Context: an optimization exercise on an open-source flow, tuned for small area. The choices shown serve that exercise and are no tape-out recipe.
The RTL was checked by simulation tests, not by an equivalence proof against the original design.
Power and IR drop assume default switching activity.

[flow/config.mk]
export PLATFORM = sky130hd
export DESIGN_NAME = sift_front_top
export DESIGN_NICKNAME = sift_front_top
export VERILOG_FILES = /design/flow/design.v
export SDC_FILE = /design/flow/constraint.sdc
export NUM_CORES = 4
export LEC_CHECK = 0
export CAP_MARGIN = 20
export CORE_MARGIN = 2
export CORE_UTILIZATION = 40
export CTS_BUF_LIST = sky130_fd_sc_hd__clkbuf_8 sky130_fd_sc_hd__clkbuf_16
export CTS_CLUSTER_DIAMETER = 100
export CTS_CLUSTER_SIZE = 50
export SLEW_MARGIN = 20
[flow/design.v]
`timescale 1ns/1ps
`default_nettype none
module sift_front_top (
    input  wire logic clk_100mhz,
    input  wire logic sys_rst,
    input  wire logic uart_rxd_i,
    input  wire logic send_req_i,
    output logic      uart_txd_o,
    output logic      frame_loaded_o,
    output logic      pyramid_done_o,
    output logic      busy_o
);
    localparam logic [3:0] R_STOP = 4'd8, R_WAIT = 4'd9;
    logic       rxd_meta, rxd_sync;
    logic [3:0] rph;
    logic [5:0] rbaud;
    logic [7:0] rsh;
    logic       rx_ok;       
    logic       rx_data;
    assign rx_data = !rph[3];
    assign rx_ok   = (rph == R_STOP) && (rbaud == 6'd49) && rxd_sync;
    always_ff @(posedge clk_100mhz) begin
        if (sys_rst) begin
            rxd_meta <= 1'b1;
            rxd_sync <= 1'b1;
            rph      <= R_WAIT;
            rbaud    <= '0;
        end else begin
            rxd_meta <= uart_rxd_i;
            rxd_sync <= rxd_meta;
            if (rph == R_WAIT) begin
                if (rbaud == 6'd25) begin
                    rbaud <= '0;
                    if (!rxd_sync) rph <= 4'd0;
                end else if (rbaud != '0 || !rxd_sync) begin
                    rbaud <= rbaud + 1'b1;
                end
            end else if (rbaud == 6'd49) begin
                rbaud <= '0;
                rph   <= (rph == R_STOP) ? R_WAIT : rph + 1'b1;
            end else begin
                rbaud <= rbaud + 1'b1;
            end
        end
    end
    always_ff @(posedge clk_100mhz) begin
        if (rx_data && rbaud == 6'd49) rsh <= {rxd_sync, rsh[7:1]};
    end
    logic [7:0] ring [16];
    logic [3:0] ext;         
    logic       e2;          
    logic [3:0] ph;
    logic [5:0] pidx;        
    logic [3:0] ent;
    logic       hit;
    logic       pend;        
    logic       first;       
    logic       last;        
    logic       wr;
    logic [9:0] sum;
    logic [7:0] newv;
    assign ent   = {pidx[5:4], pidx[2:1]};
    assign hit   = (ph == ent);
    assign first = !pidx[3] && !pidx[0];
    assign last  =  pidx[3] &&  pidx[0];
    assign wr    = pend && hit && (!first || rx_data);
    assign sum   = (first ? 10'd0 : {e2 && last, ext[0], ring[0]}) + {2'b00, rsh};
    assign newv  = last ? sum[9:2] : sum[7:0];
    always_ff @(posedge clk_100mhz) begin
        for (int i = 0; i < 15; i++) ring[i] <= ring[i+1];
        ring[15] <= wr ? newv : ring[0];
        ext      <= {wr ? sum[8] : ext[0], ext[3:1]};
        if (wr) e2 <= sum[9];
    end
    localparam logic [3:0] Q_STOP = 4'd9, Q_LEAD = 4'd10, Q_WA = 4'd11, Q_WB = 4'd12, Q_IDLE = 4'd15;
    logic [3:0] seq;
    logic [5:0] tbaud;
    logic       nb;
    logic       lastc;
    logic       tz;
    assign lastc          = (ent == 4'd15);
    assign tz             = (tbaud == '0);
    assign busy_o         = (seq <= Q_LEAD);
    assign frame_loaded_o = (seq == Q_WA) && (tbaud == 6'd48);
    assign pyramid_done_o = (seq == Q_WB) && tz;
    always_ff @(posedge clk_100mhz) begin
        if (sys_rst) begin
            seq        <= Q_IDLE;
            uart_txd_o <= 1'b1;
            ph         <= '0;
            pidx       <= '0;
            pend       <= 1'b0;
        end else begin
            ph <= ph + 1'b1;
            if (rx_ok) pend <= 1'b1;
            else if (wr) begin
                pend <= 1'b0;
                pidx <= pidx + 1'b1;
            end
            if (!tz) tbaud <= tbaud - 1'b1;
            case (seq)
                Q_IDLE: begin
                    if (send_req_i) begin
                        seq   <= Q_LEAD;
                        tbaud <= 6'd2;
                    end else if (rx_ok && pidx == 6'd63) begin
                        seq   <= Q_WA;
                        tbaud <= 6'd49;
                    end
                end
                Q_WA: if (tz) begin
                    seq   <= Q_WB;
                    tbaud <= 6'd18;
                end
                Q_WB: if (tz) begin
                    seq   <= send_req_i ? Q_LEAD : Q_IDLE;
                    tbaud <= 6'd2;
                end
                Q_LEAD: if (tz) begin
                    seq        <= 4'd0;
                    tbaud      <= 6'd49;
                    uart_txd_o <= 1'b0;
                end
                Q_STOP: if (tz) begin
                    {pidx[5:4], pidx[2:1]} <= ent + 1'b1;
                    if (lastc) begin
                        seq <= Q_IDLE;
                    end else begin
                        seq        <= 4'd0;
                        tbaud      <= 6'd49;
                        uart_txd_o <= 1'b0;
                    end
                end
                4'd8: if (tz) begin
                    seq        <= Q_STOP;
                    tbaud      <= lastc ? 6'd50 : 6'd51;
                    uart_txd_o <= 1'b1;
                end
                default: if (tz) begin
                    seq        <= seq + 1'b1;
                    tbaud      <= 6'd49;
                    uart_txd_o <= nb;
                end
            endcase
        end
    end
    always_ff @(posedge clk_100mhz) begin
        if (hit) nb <= ring[0][seq[2:0]];
    end
endmodule
`default_nettype wire
[flow/run.sh]
#!/bin/bash
# synth_recipe.tcl (not shown) runs the flow's synth.tcl, then flattens the netlist and writes it again
# the make line also repeats each setting of config.mk as NAME=value (left out here)
make -C /OpenROAD-flow-scripts/flow DESIGN_CONFIG=/design/flow/config.mk WORK_HOME=/design/flow/orfs CLKGATE_MAP_FILE= SYNTH_SCRIPT=/design/flow/synth_recipe.tcl finish
[flow/constraint.sdc]
create_clock -name core_clock -period 10.0 [get_ports {clk_100mhz}]
set_input_delay 2.0000 -clock core_clock [delete_from_list [all_inputs] [get_ports {clk_100mhz}]]
set_output_delay 2.0000 -clock core_clock [all_outputs]
set_load 0.01 [all_outputs]
==> impl_results.md, run 1 <==
* Fillers at 1325
* Drt total wl at 10.8 mm
* EDFF count, synth at 16
* CTS buffer count at 17
* First-pass GRT wire length at 18.3 mm
* Leakage power total at roughly 0.0027 µW
* Rows at 44
* Synth top area share at 53.5%
* Fin. max-slew vios at 0
* Worst slew pin tran at around 0.9 ns
* CTS clk-pin slew, worst paths at 0.07 ns
* Most used cell, CP: inv_1
* Reg2reg path depth at 9
* Register area share after synthesis at 61.5%
* Vias in the first global route at 3633
* Fin. Hold Viols at 0
* Endpoints failing setup at 0
* Area delta synth->final at 14.0%
* Slowest CP cell: clkdlybuf4s50_1
* WP data required at 8.00 ns
* H-tree Lvls at 4
* Async set-reset flop share out of synthesis at 0%
* CP delay by family, top: buffers and inverters
* Ports at 8
* End point of the critical path: pyramid_done_o
* Antenna-violating nets left at 0
* Root buf cell: clkbuf_16
* Inserted Diodes at 0
* Hold/Removal Path Class: reg -> reg
* Crit path launch type: flop
* Buf+Inv Stages, Crit Path at 3
* Final core occ at 46.8%
* Setup Fix Bufs, Post-CTS at 0
* Maximum vdd drop at around 0.00016 V
* Final Worst Setup Slack at 5.18 ns
* # resized after CTS at 0
* RSZ-0062 raised after global routing: no
* Total GRT Usage at around 14%
* Fraction of layout instances using a drive strength above 1 at around 9.0%
* Core footprint at between 10000 and 15000 µm²
* Status: timing/DRC/antenna clean
* WP data arrival at 2.82 ns
* Pwr per Cell Area at 255 nW/µm²
* CP startpoint: tbaud[0]
* WL per Instance at 14.6 µm
* Syn nets at 561
* Initial antenna violation count at 0
* Vias post-DR at 3793
* Yosys reg bits at 176
* Worst R2R End: ring[15][6]
* TritonCTS clock tree: yes
* Via density at 5.12
* Placer congestion estimate at 0.884
* Die outline width at approximately 130 µm
* Synth Area per Inst at 11.3 µm²
* F_max at 208 MHz
* Die height at 126 µm
* Residual DRC at 0
* Worst-Skew Late Latency at between 0.4 and 0.5 ns
* Synth warnings at 2
* Setup TNS at 0 ns
* Pre-CTS worst setup slack at between 5 and 6 ns
* Predominant post-synthesis flop cell: dfxtp_1
* Starting Density at 41.1%
* Grt ovf at 0
* CTS Hold Buffers Added at 0
* CTS Sinks at between 150 and 200
* Inst Count DP at 709
* Reg-to-Reg Start: pidx[0]
* 1st-pass router iterations at 5
* Cells after Synth at 531
* Crit Path Max Fanout at 11
* Period utilization at 48.2%
* Worst Clk Skew at 0.0163 ns
* Cell Chain, Critical Path: inv_1 > ha_1 > nor2b_1 > and2_1 > inv_1 > nor2_1 > clkdlybuf4s50_1
* Dpl hpwl at 7.43 mm
* MaxCap Viol Count at 0
* Number of port buffers at 7
* Yosys top cell by area: dfxtp_1
* CP Capture Type: output pin
* Initial drt markers at 355
* Power Total at roughly 1700 µW
* Die Area at 16000 µm²
* WS Path Type: reg -> out
* Layout Cells excl Fill at approximately 740
* Synth area leaders: dfxtp_1 53%, edfxtp_1 8.0%, ha_1 5.2%, nand2_1 2.4%, nor2_1 2.3%
* Largest net degree at the start of global routing at 26
* Synth Cell Area at 5990 µm²
* Post-synth cell types at 68
* Period minus WS final at between 4 and 5 ns
* Max-slew headroom at 40.7%
* Nets at 574
* CP Depth at 7
* CP peak stage delay at 0.55 ns
* Setup slack, reg-to-reg at 7.13 ns
* Max Root-Sink Buffers at 2
cell families after synthesis:
group / synth area share [%]
fa+ha+maj: 5.56
mux: 1.78
simple gates: 14.6
compound gates: 11.0
buf+inv: 2.53
flops: 61.5
xor+xnor: 3.07
cells in the final DEF (no fill, tap or decap), types with 14 or more instances in the layout:
master,synthesis,layout
ha_1,25,25
nand2_1,39,39
xnor2_1,14,14
inv_1,23,25
clkbuf_16,0,17
dfxtp_1,160,160
nor2_1,37,37
edfxtp_1,16,16
o21ai_0,22,22
a21oi_1,18,18
nand3_1,21,21
metal layers:
layer  global-route usage (%)  part of all wire [%]  up-vias
met5                        0                     0        -
met4                     5.04                  0.92        0
met3                     4.85                   4.7        7
met2                     21.4                    44       86
met1                     19.8                    50     1809
li1                         -                     -     1891
power by group:
| group | internal (µW) | switching (µW) |
|---|---|---|
| registers | 748 | 41.2 |
| logic | 130 | 170 |
| clock network | 380 | 273 |
sequential cells by signal, summed over array words and instances, names as in the netlist, 4 cells and up:
register	count
ext	4
ph	4
pidx	6
rbaud	6
ring	128
rph	4
rsh	8
seq	4
tbaud	6
synthesized netlist by cell type (all sizes together) (6+ instances only):
library cell,instances
nand2,39
xor2,7
o211ai,8
a21oi,18
ha,25
or2,6
nand3,21
nor3,9
a211oi,6
nor2,37
xnor2,14
clkbuf,8
edfxtp,16
nand4,6
o21ai,25
nor2b,6
inv,23
and2,12
dfxtp,160
buf,6
worst min-delay path by stage:
| stage | startpoint | slack (ns) | depth (start not counted) | end |
|---|---|---|---|---|
| after floorplan | ext[1] | 0.31 | 0 | ext[0] |
| after global placement | ring[5][7] | 0.31 | 0 | ring[4][7] |
| after detailed placement | ring[14][3] | 0.31 | 0 | ring[13][3] |
| after CTS | ring[14][4] | 0.32 | 0 | ring[13][4] |
| after global routing | ring[12][7] | 0.33 | 0 | ring[11][7] |
| final | ring[11][4] | 0.31 | 0 | ring[10][4] |
final cells by class:
| cell class | instances | area [µm²] | area share, % |
|---|---|---|---|
| Timing Repair Buffer | 8 | 77.6 | 1.14 |
| Clock buffer | 18 | 439 | 6.43 |
| Inverter | 23 | 86.3 | 1.26 |
| Clock inverter | 14 | 155 | 2.27 |
| Tap cell | 184 | 230 | 3.37 |
| Multi-Input combinational cell | 318 | 2160 | 31.6 |
| Sequential cell | 176 | 3680 | 53.9 |
metrics by stage:
step	cell area (µm²)	hold slack, ns
global placement	6230	0.310
CTS	6830	0.322
detailed placement	6230	0.312
global route	6830	0.330
finish	6830	0.314
floorplan	5990	0.310
==> run 2: changes to the inputs <==
--- a/flow/config.mk
+++ b/flow/config.mk
@@ -10,5 +10,4 @@
 export CORE_UTILIZATION = 40
-export CTS_BUF_LIST = sky130_fd_sc_hd__clkbuf_8 sky130_fd_sc_hd__clkbuf_16
-export CTS_CLUSTER_DIAMETER = 100
-export CTS_CLUSTER_SIZE = 50
+export CTS_BUF_LIST = sky130_fd_sc_hd__clkbuf_8
+export CTS_CLUSTER_SIZE = 30
 export SLEW_MARGIN = 20
==> run 2 against run 1 <==
  * Highest routed layer unchanged
  * Largest power group unchanged
  * Flip-flop and latch count stayed put
  * Final cell count unchanged
  * Utilization fell by 1.3 points
==> impl_results.md, run 2 <==
* Via density at 5.12 (+0.11%)
* Final core occ at 45.5% (-1.3 points)
* Biggest register: ring
* Core footprint at 14600 µm² (unchanged)
* Dpl hpwl at 7.43 mm (unchanged)
* Nets at 574 (unchanged)
* EDFF count, synth at 16 (unchanged)
* Root buf cell: clkbuf_8
* Initial antenna violation count at 0 (unchanged)
* Worst-Skew Late Latency at 0.44 ns (about the same)
* Yosys top cell by area: dfxtp_1
* CTS Sinks at 176 (unchanged)
* Syn nets at 561 (unchanged)
* Crit path launch type: flop
* Switching Fraction at 29.3% (+1.5 points)
* Drt total wl at 10.7 mm (-0.83%)
* Vias in the first global route at 3625 (-0.22%)
* Rows at 44 (unchanged)
* Gate power share at 19.0% (+1.8 points)
* Worst Clk Skew at 0.0122 ns (-0.00404 ns)
* WP data required at 8.00 ns (about the same)
* Placer congestion estimate at 0.884 (unchanged)
* Net Sw Power at 461 µW (-4.8%)
* Hold/Removal Path Class: reg -> reg
* Count leader, synth: dfxtp_1
* Commonest non-fill, non-tap cell in the layout: dfxtp_1
* H-tree Lvls at 4 (unchanged)
* Number of flip-flops under the largest register name at 128 (unchanged)
* Die outline width at 126 µm (unchanged)
* Synth area leaders: dfxtp_1 53%, edfxtp_1 8.0%, ha_1 5.2%, nand2_1 2.4%, nor2_1 2.3%
* Endpoints failing setup at 0 (unchanged)
* Fin. Hold Viols at 0 (unchanged)
* CTS Hold Buffers Added at 0 (unchanged)
* Flop pwr share at 50.2% (+4.9 points)
* CTS clk-pin slew, worst paths at 0.09 ns (+0.02 ns)
* Layout Cells excl Fill at 741 (unchanged)
* Register area share after synthesis at 61.5% (unchanged)
* Status: timing/DRC/antenna clean
* Fraction of layout instances using a drive strength above 1 at 8.98% (unchanged)
* Inserted Diodes at 0 (unchanged)
* CTS buffer count at 17 (unchanged)
* Worst slew pin tran at 0.904 ns (+0.0178 ns)
* TritonCTS clock tree: yes
* Residual DRC at 0 (unchanged)
* WP data arrival at 2.86 ns (+0.04 ns)
* Fin. max-slew vios at 0 (unchanged)
* Period utilization at 48.6% (+0.43 points)
* Die height at 126 µm (unchanged)
* Largest net degree at the start of global routing at 26 (unchanged)
* Most frequent cells in the layout: 160 x dfxtp_1, 39 x nand2_1, 37 x nor2_1
* Cells after Synth at 531 (unchanged)
* MaxCap Viol Count at 0 (unchanged)
* WS Path Type: reg -> out
* Synth Area per Inst at 11.3 µm² (unchanged)
* Setup Fix Bufs, Post-CTS at 0 (unchanged)
* First-pass GRT wire length at 18.1 mm (-0.83%)
* Grt ovf at 0 (unchanged)
* Top Registers: ring (128), rsh (8)
* WL per Instance at 14.4 µm (-0.83%)
* Clock group share of total power at 30.9% (-6.6 points)
* Total GRT Usage at 14.3% (-0.19 points)
* Area delta synth->final at 10.8%
* Period minus WS final at 4.86 ns (+0.0428 ns)
* Antenna-violating nets left at 0 (unchanged)
* CP Capture Type: output pin
* Die Area at 16000 µm² (unchanged)
* Vias post-DR at 3797 (+0.11%)
* Synth Cell Area at 5990 µm² (unchanged)
* Max Root-Sink Buffers at 2 (unchanged)
* 1st-pass router iterations at 5 (unchanged)
* Maximum vdd drop at 0.000144 V (-8.1%)
* Async set-reset flop share out of synthesis at 0% (unchanged)
* Starting Density at 41.1% (unchanged)
* F_max at 206 MHz (-0.88%)
* Pwr per Cell Area at 237 nW/µm² (-7.1%)
* Post-synth cell types at 68 (unchanged)
* Synth top cells by count: 160 x dfxtp_1, 39 x nand2_1, 37 x nor2_1
* Synth warnings at 2 (unchanged)
* RSZ-0062 raised after global routing: no
* Crit Path Max Fanout at 11 (unchanged)
* Number of port buffers at 7 (unchanged)
* Max-slew headroom at 39.6% (-1.2 points)
* Yosys reg bits at 176 (unchanged)
* Leakage power total at 0.00263 µW (-3.2%)
* Synth top area share at 53.5% (unchanged)
* Hold Slack at 0.326 ns (+0.0123 ns)
* Internal power at 1110 µW (-12%)
* Inst Count DP at 709 (unchanged)
* Predominant post-synthesis flop cell: dfxtp_1
* # resized after CTS at 0 (unchanged)
* Ports at 8 (unchanged)
* Initial drt markers at 330 (-7.0%)
* Setup TNS at 0 ns (unchanged)
-- run 2: layout make-up --
class	count	area, µm²
repair buffers	8	77.6
well taps	184	230
multi-input cells	318	2160
clock inverters	14	155
flip-flops and latches	176	3680
clock buffers	18	248
inverters	23	86.3
fillers	1340	7950
-- run 2: cells by family (layout without fill, tap and decap cells) --
group           after synthesis  count (layout)  synth area share [%]
compound gates               97              97                  11.0
xor+xnor                     21              21                  3.07
fa+ha+maj                    26              26                  5.56
buf+inv                      37              63                  2.53
flops                       176             176                  61.5
mux                           8               8                  1.78
simple gates                166             166                  14.6
-- run 2: final timing paths --
check               from             end  slack [ns]  cells past startpoint
max reg2reg      pidx[0]     ring[15][6]        7.10                      9
max             tbaud[0]  pyramid_done_o        5.14                      7
min          ring[14][4]     ring[13][4]        0.33                      0
min reg2reg  ring[14][4]     ring[13][4]        0.33                      0
-- run 2: routing by layer --
| metal | part of all wire, % | global-route usage, % | up-vias |
|---|---|---|---|
| li1 | - | - | 1887 |
| met1 | 51 | 19.8 | 1806 |
| met2 | 44 | 21.1 | 89 |
| met3 | 3.9 | 4.13 | 15 |
| met4 | 1.4 | 5.56 | 0 |
| met5 | 0 | 0 | - |
-- run 2: worst max-delay path: stages, from the launching register on --
cell             delay (ns)
edfxtp_1               0.44
inv_1                  0.15
ha_1                   0.19
nor2b_1                0.24
and2_1                 0.43
inv_1                  0.24
nor2_1                 0.18
clkdlybuf4s50_1        0.55
-- run 2: metrics by stage --
step / setup WS [ns] / area (µm²) / power [µW]
after CTS: 5.13 / 6640 / 1590
after floorplan: 6.60 / 5990 / 1030
after detailed placement: 5.62 / 6230 / 1100
after global routing: 4.92 / 6640 / 1660
after global placement: 5.68 / 6230 / 1100
final: 5.14 / 6640 / 1570
-- run 2: power groups by stage --
stage	logic, µW	clock network (µW)	registers [µW]
final	298	485	788
after global placement	297	0	802
after global routing	329	536	796
after floorplan	241	0	788
after detailed placement	297	0	805
after CTS	298	505	788
==> run 3: changes to the inputs <==
--- a/flow/config.mk
+++ b/flow/config.mk
@@ -9,4 +9,5 @@
 export CORE_MARGIN = 2
-export CORE_UTILIZATION = 40
+export CORE_UTILIZATION = 50
 export CTS_BUF_LIST = sky130_fd_sc_hd__clkbuf_8
+export CTS_CLUSTER_DIAMETER = 100
 export CTS_CLUSTER_SIZE = 30
==> run 3 against run 2 <==
  * Final cell count is 5.7% lower
  * Hold slack worse by 0.0026 ns
  * Register-to-register slack better by 0.06 ns
  * Routed wire length is 3.1% lower
  * Sequential share of layout area is 0.76 points higher
  * Critical endpoint unchanged
==> impl_results.md, run 3 <==
* Status: timing/DRC/antenna clean
* 1st-pass router iterations at 4 (-1)
* Final core occ at 56.6% (+11 points)
* Synth top area share at 53.5% (unchanged)
* Maximum vdd drop at 0.000126 V (-13%)
* Synth Area per Inst at 11.3 µm² (unchanged)
* Biggest register: ring
* Fraction of layout instances using a drive strength above 1 at 9.17% (+0.20 points)
* WP data arrival at 2.79 ns (-0.07 ns)
* Predominant post-synthesis flop cell: dfxtp_1
* WL per Instance at 14.8 µm (+2.7%)
* Cells after Synth at 531 (unchanged)
* Setup slack, reg-to-reg at 7.16 ns (+0.06 ns)
* CTS buffer count at 17 (unchanged)
* MaxCap Viol Count at 0 (unchanged)
* Synth area leaders: dfxtp_1 53%, edfxtp_1 8.0%, ha_1 5.2%, nand2_1 2.4%, nor2_1 2.3%
* Cell Chain, Critical Path: inv_1 > ha_1 > nor2b_1 > and2_1 > inv_1 > nor2_1 > clkdlybuf4s50_1
* Top Registers: ring (128), rsh (8)
* WP data required at 8.00 ns (about the same)
* Dpl hpwl at 7.12 mm (-4.1%)
* Placer congestion estimate at 0.887 (+0.40%)
* Count leader, synth: dfxtp_1
* Hold/Removal Path Class: reg -> reg
* Grt ovf at 0 (unchanged)
* Die height at 113 µm (-10%)
* Die Area at 12900 µm² (-19%)
* Number of port buffers at 7 (unchanged)
* # resized after CTS at 0 (unchanged)
* Commonest non-fill, non-tap cell in the layout: dfxtp_1
* Worst-Skew Late Latency at 0.44 ns (about the same)
* EDFF count, synth at 16 (unchanged)
* Largest net degree at the start of global routing at 26 (unchanged)
* Most used cell, CP: inv_1
* Nets at 574 (unchanged)
* H-tree Lvls at 4 (unchanged)
* WHS Endpoint: ring[4][0]
* Fillers at 1019 (-24%)
* CTS Sinks at 176 (unchanged)
* Inserted Diodes at 0 (unchanged)
* Slowest CP cell: clkdlybuf4s50_1
* Crit path launch type: flop
* Vias post-DR at 3735 (-1.6%)
* CP Capture Type: output pin
* F_max at 209 MHz (+1.5%)
* Crit Path Max Fanout at 11 (unchanged)
* Pwr per Cell Area at 234 nW/µm² (-1.3%)
* Initial antenna violation count at 0 (unchanged)
* Core footprint at 11600 µm² (-21%)
* Starting Density at 51.8% (+11 points)
* Worst R2R End: ring[15][6]
* Vias in the first global route at 3647 (+0.61%)
* Synth top cells by count: 160 x dfxtp_1, 39 x nand2_1, 37 x nor2_1
* Synth warnings at 2 (unchanged)
* Endpoints failing setup at 0 (unchanged)
* Yosys top cell by area: dfxtp_1
* Die outline width at 113 µm (-10%)
* WS Path Type: reg -> out
* CTS clk-pin slew, worst paths at 0.09 ns (about the same)
* CTS Hold Buffers Added at 0 (unchanged)
* Setup Fix Bufs, Post-CTS at 0 (unchanged)
* Post-synth cell types at 68 (unchanged)
* Total GRT Usage at 17.9% (+3.6 points)
* Worst Clk Skew at 0.0101 ns (-0.00214 ns)
* Fin. Hold Viols at 0 (unchanged)
* First-pass GRT wire length at 17.8 mm (-1.8%)
* Yosys reg bits at 176 (unchanged)
* Hold Crit Start: ring[5][0]
* Via density at 5.34 (+4.3%)
* Reg-to-Reg Start: pidx[0]
* Syn nets at 561 (unchanged)
* Initial drt markers at 253 (-23%)
* Max Root-Sink Buffers at 2 (unchanged)
* Ports at 8 (unchanged)
* Layout Cells excl Fill at 699 (-5.7%)
* TritonCTS clock tree: yes
* Number of flip-flops under the largest register name at 128 (unchanged)
* Leakage power total at 0.00259 µW (-1.2%)
* Period minus WS final at 4.79 ns (-0.0696 ns)
* Period utilization at 47.9% (-0.70 points)
* Root buf cell: clkbuf_8
* Fin. max-slew vios at 0 (unchanged)
* Area delta synth->final at 9.27%
* Async set-reset flop share out of synthesis at 0% (unchanged)
* Worst slew pin tran at 0.933 ns (+0.0295 ns)
* CP peak stage delay at 0.54 ns (about the same)
* Residual DRC at 0 (unchanged)
* RSZ-0062 raised after global routing: no
* Register area share after synthesis at 61.5% (unchanged)
* Rows at 39 (-11%)
* Synth Cell Area at 5990 µm² (unchanged)
* Setup TNS at 0 ns (unchanged)
* WHS Path Cells at 0 (unchanged)
* Antenna-violating nets left at 0 (unchanged)
* Reg2reg path depth at 9 (unchanged)
* Inst Count DP at 668 (-5.8%)
* Max-slew headroom at 37.6% (-2.0 points)
* Most frequent cells in the layout: 160 x dfxtp_1, 39 x nand2_1, 37 x nor2_1
* Drt total wl at 10.4 mm (-3.1%)
==> run 3: area by class of cell <==
class                           instances  area (µm²)  share of cell area, %
Sequential cell                       176        3680                   56.3
Multi-Input combinational cell        318        2160                   32.9
Clock buffer                           21         289                   4.42
Tap cell                              143         179                   2.73
Inverter                               23        86.3                   1.32
Timing Repair Buffer                    8        77.6                   1.19
Clock inverter                         10        75.1                   1.15
==> run 3: through the flow <==
stage / hold WS, ns / setup slack, ns / instance area (µm²) / total power (µW)
floorplan: 0.310 / 6.60 / 5990 / 1030
global placement: 0.310 / 5.74 / 6180 / 1090
detailed placement: 0.312 / 5.65 / 6180 / 1100
CTS: 0.326 / 5.19 / 6550 / 1550
global route: 0.335 / 5.01 / 6550 / 1620
finish: 0.323 / 5.21 / 6550 / 1530
==> run 3: worst max path at each step <==
stage / endpoint / startpoint / depth (start not counted) / slack [ns]
detailed placement: pidx[5] / sys_rst / 5 / 5.65
floorplan: frame_loaded_o / seq[0] / 5 / 6.60
CTS: pyramid_done_o / tbaud[0] / 7 / 5.19
global placement: pidx[5] / sys_rst / 5 / 5.74
finish: pyramid_done_o / tbaud[0] / 7 / 5.21
global route: pyramid_done_o / tbaud[0] / 7 / 5.01
==> run 3: layer usage <==
metal  share of wire, %  routed length (µm)  track usage, %
met5                  0                   0               0
met3                4.4                 457            5.47
met1                 52                5360            25.2
met2                 42                4340            25.3
met4                1.9                 200            7.97
==> run 3: report_power, final <==
part | switching [µW] | internal (µW)
Combinational | 177 | 131
Clock | 236 | 199
Sequential | 39.7 | 747
Total | 454 | 1080
==> run 3: worst max-delay path: cells and delay by family, from the launching register on <==
family / cells / cell delay (ns)
and+or+nand+nor: 3 / 0.75
DFF: 1 / 0.45
buffers and inverters: 3 / 0.94
adders and majority gates: 1 / 0.21
==> run 3: logic make-up (layout without fill, tap and decap cells) <==
logic type / after synthesis / count (layout) / share of synthesized area, %
xor+xnor: 21 / 21 / 3.07
compound gates: 97 / 97 / 11.0
fa+ha+maj: 26 / 26 / 5.56
mux: 8 / 8 / 1.78
simple gates: 166 / 166 / 14.6
buf+inv: 37 / 62 / 2.53
flops: 176 / 176 / 61.5
==> run 4: changes to the inputs <==
--- a/flow/config.mk
+++ b/flow/config.mk
@@ -9,6 +9,3 @@
 export CORE_MARGIN = 2
-export CORE_UTILIZATION = 50
-export CTS_BUF_LIST = sky130_fd_sc_hd__clkbuf_8
-export CTS_CLUSTER_DIAMETER = 100
-export CTS_CLUSTER_SIZE = 30
+export CORE_UTILIZATION = 40
 export SLEW_MARGIN = 20
==> run 4 against run 3 <==
  * Sequential power about the same
  * Register-to-register slack lost 0.03 ns
  * Clock power up about 50%
  * Largest cell class unchanged
  * Total power grew 14%
  * Hold slack got worse by 0.0095 ns
==> impl_results.md, run 4 <==
* First-pass GRT wire length at 18.3 mm (+2.7%)
* Leakage power total at 0.00270 µW (+4.2%)
* Fraction of layout instances using a drive strength above 1 at 8.98% (-0.20 points)
* Pre-CTS worst setup slack at 5.62 ns (-0.0307 ns)
* Die outline width at 126 µm (+11%)
* Setup Fix Bufs, Post-CTS at 0 (unchanged)
* Yosys top cell by area: dfxtp_1
* Worst-Skew Late Latency at 0.43 ns (about the same)
* Endpoints failing setup at 0 (unchanged)
* Worst slew pin tran at 0.898 ns (-0.0358 ns)
* Cell Chain, Critical Path: inv_1 > ha_1 > nor2b_1 > and2_1 > inv_1 > nor2_1 > clkdlybuf4s50_1
* Dpl hpwl at 7.43 mm (+4.3%)
* Maximum vdd drop at 0.000156 V (+25%)
* WL per Instance at 14.5 µm (-1.9%)
* Synth top area share at 53.5% (unchanged)
* Inserted Diodes at 0 (unchanged)
* WP data required at 8.00 ns (about the same)
* Period minus WS final at 4.82 ns (+0.0324 ns)
* Slowest CP cell: clkdlybuf4s50_1
* Synth area leaders: dfxtp_1 53%, edfxtp_1 8.0%, ha_1 5.2%, nand2_1 2.4%, nor2_1 2.3%
* Root buf cell: clkbuf_16
* Antenna-violating nets left at 0 (unchanged)
* WHS Path Cells at 0 (unchanged)
* WHS Endpoint: ring[10][4]
* Register area at 3680 µm² (unchanged)
* Layout Cells excl Fill at 741 (+6.0%)
* WS Path Type: reg -> out
* Synth Area per Inst at 11.3 µm² (unchanged)
* CP delay by family, top: buffers and inverters
* Vias in the first global route at 3633 (-0.38%)
* Area of the multi-input gates at 2160 µm² (unchanged)
* Initial antenna violation count at 0 (unchanged)
* Hold Crit Start: ring[11][4]
* CP peak stage delay at 0.55 ns (about the same)
* Predominant post-synthesis flop cell: dfxtp_1
* Die height at 126 µm (+11%)
* Biggest register: ring
* Total GRT Usage at 14.5% (-3.4 points)
* Synth top cells by count: 160 x dfxtp_1, 39 x nand2_1, 37 x nor2_1
* Worst Clk Skew at 0.0160 ns (+0.00591 ns)
* Hold/Removal Path Class: reg -> reg
* Ports at 8 (unchanged)
* Crit path launch type: flop
* Status: timing/DRC/antenna clean
* Count leader, synth: dfxtp_1
* Rows at 44 (+13%)
* Fillers at 1325 (+30%)
* Reg2reg path depth at 9 (unchanged)
* Most used cell, CP: inv_1
* Inst Count DP at 709 (+6.1%)
* Post-synth cell types at 68 (unchanged)
* Via density at 5.11 (-4.3%)
* Number of flip-flops under the largest register name at 128 (unchanged)
* RSZ-0062 raised after global routing: no
* Initial drt markers at 355 (+40%)
* Cells after Synth at 531 (unchanged)
* Area delta synth->final at 14.0%
* Period utilization at 48.2% (+0.32 points)
* Synth Cell Area at 5990 µm² (unchanged)
* CTS Sinks at 176 (unchanged)
* CTS buffer count at 17 (unchanged)
* Async set-reset flop share out of synthesis at 0% (unchanged)
* Die Area at 16000 µm² (+24%)
* Nets at 574 (unchanged)
* TritonCTS clock tree: yes
* Register area share after synthesis at 61.5% (unchanged)
* Hold Slack at 0.314 ns (-0.00953 ns)
* Core footprint at 14600 µm² (+26%)
* Top Registers: ring (128), rsh (8)
* Starting Density at 41.1% (-11 points)
* Max-slew headroom at 40.0% (+2.4 points)
* Worst R2R End: ring[15][6]
* Pwr per Cell Area at 255 nW/µm² (+9.2%)
* Buf+Inv Stages, Crit Path at 3 (unchanged)
* Fin. max-slew vios at 0 (unchanged)
* Most frequent cells in the layout: 160 x dfxtp_1, 39 x nand2_1, 37 x nor2_1
* CP Capture Type: output pin
* Residual DRC at 0 (unchanged)
* CTS Hold Buffers Added at 0 (unchanged)
* Syn nets at 561 (unchanged)
* Drt total wl at 10.8 mm (+4.0%)
* Crit Path Max Fanout at 11 (unchanged)
* Vias post-DR at 3788 (+1.4%)
* Grt ovf at 0 (unchanged)
* WP data arrival at 2.82 ns (+0.03 ns)
* MaxCap Viol Count at 0 (unchanged)
* EDFF count, synth at 16 (unchanged)
* Yosys reg bits at 176 (unchanged)
* H-tree Lvls at 4 (unchanged)
* Number of port buffers at 7 (unchanged)
* Largest net degree at the start of global routing at 26 (unchanged)
* Placer congestion estimate at 0.884 (-0.39%)
* Reg-to-Reg Start: pidx[0]
* Max Root-Sink Buffers at 2 (unchanged)
* F_max at 207 MHz (-0.67%)
* Final core occ at 46.8% (-9.8 points)
* CTS clk-pin slew, worst paths at 0.07 ns (-0.02 ns)
* Commonest non-fill, non-tap cell in the layout: dfxtp_1
* Synth warnings at 2 (unchanged)
* Fin. Hold Viols at 0 (unchanged)
* 1st-pass router iterations at 5 (+1)
* Setup slack, reg-to-reg at 7.13 ns (-0.03 ns)
* Final Worst Setup Slack at 5.18 ns (-0.0324 ns)
* Setup TNS at 0 ns (unchanged)
* # resized after CTS at 0 (unchanged)
run 4: cell types whose count changed in the layout (fill, tap and decap cells not counted), moves of 2 or more:
cell	change
clkinvlp_4	-2
clkbuf_8	-20
clkbuf_1	+2
bufinv_16	+2
inv_8	+3
clkbuf_16	+17
run 4: worst max path at each step:
stage                           to     start  depth (start not counted)  slack (ns)
global placement           pidx[5]   sys_rst                          5        5.68
detailed placement         pidx[5]   sys_rst                          5        5.62
floorplan           frame_loaded_o    seq[0]                          5        6.60
global route        pyramid_done_o  tbaud[0]                          7        4.97
finish              pyramid_done_o  tbaud[0]                          7        5.18
CTS                 pyramid_done_o  tbaud[0]                          7        5.18
run 4: metrics by stage:
stage	total power (µW)	instance area [µm²]
5_1_grt	1830	6830
4_1_cts	1760	6830
6_report	1740	6830
3_5_place_dp	1100	6230
2_1_floorplan	1030	5990
3_3_place_gp	1100	6230
run 4: logic make-up (layout without fill, tap and decap cells):
| group | after synthesis | in the layout | synth area share [%] |
|---|---|---|---|
| flip-flops | 176 | 176 | 61.5 |
| AND/OR/NAND/NOR | 166 | 166 | 14.6 |
| AO/OA/AOI/OAI | 97 | 97 | 11.0 |
| buffers and inverters | 37 | 63 | 2.53 |
| adder cells (fa/ha/maj) | 26 | 26 | 5.56 |
| XOR/XNOR | 21 | 21 | 3.07 |
| multiplexers | 8 | 8 | 1.78 |
run 4: routing by layer:
layer  up-vias  global-route usage (%)  wire [µm]
li1       1890                       -          -
met1      1804                    19.8       5360
met2        87                    21.4       4800
met3         7                    4.85        521
met4         0                    5.04         99
met5         -                       0          0
run 4: where the power goes:
group	switching, µW	internal [µW]
clock	273	382
sequential	40.8	748
combinational	170	130
total	484	1260
run 4: final cells by class:
cell class / instances / share of cell area, %
clock buffers: 20 / 6.54
clock inverters: 12 / 2.16
inverters: 23 / 1.26
multi-input cells: 318 / 31.6
flip-flops and latches: 176 / 53.9
well taps: 184 / 3.37
repair buffers: 8 / 1.14

separate check: timing with driven ports:
No port has a modelled driver above. Below, the same layouts with a new extraction and two added sets of constraints. Step 1 sets driving cells, clkbuf_16 on the clock port and buf_2 on the other inputs (assumed; they add their load-dependent delay and slew). Step 2 also shifts input and output timing later by t, the mid clock arrival at the registers, as if the neighbouring blocks saw the same clock. Slacks: ideal ports / drivers / drivers and shift; pairs: ideal ports / drivers.
run	t (ns)	slack for setup (ns)	worst data-port slew with drivers (ns)
run 1	0.461	5.184 / 5.142 / 5.603	0.03
run 2	0.468	5.142 / 5.108 / 5.576	0.03
run 3	0.470	5.211 / 5.177 / 5.646	0.03
run 4	0.460	5.179 / 5.137 / 5.597	0.03
After both steps setup and hold are still met in every run listed.
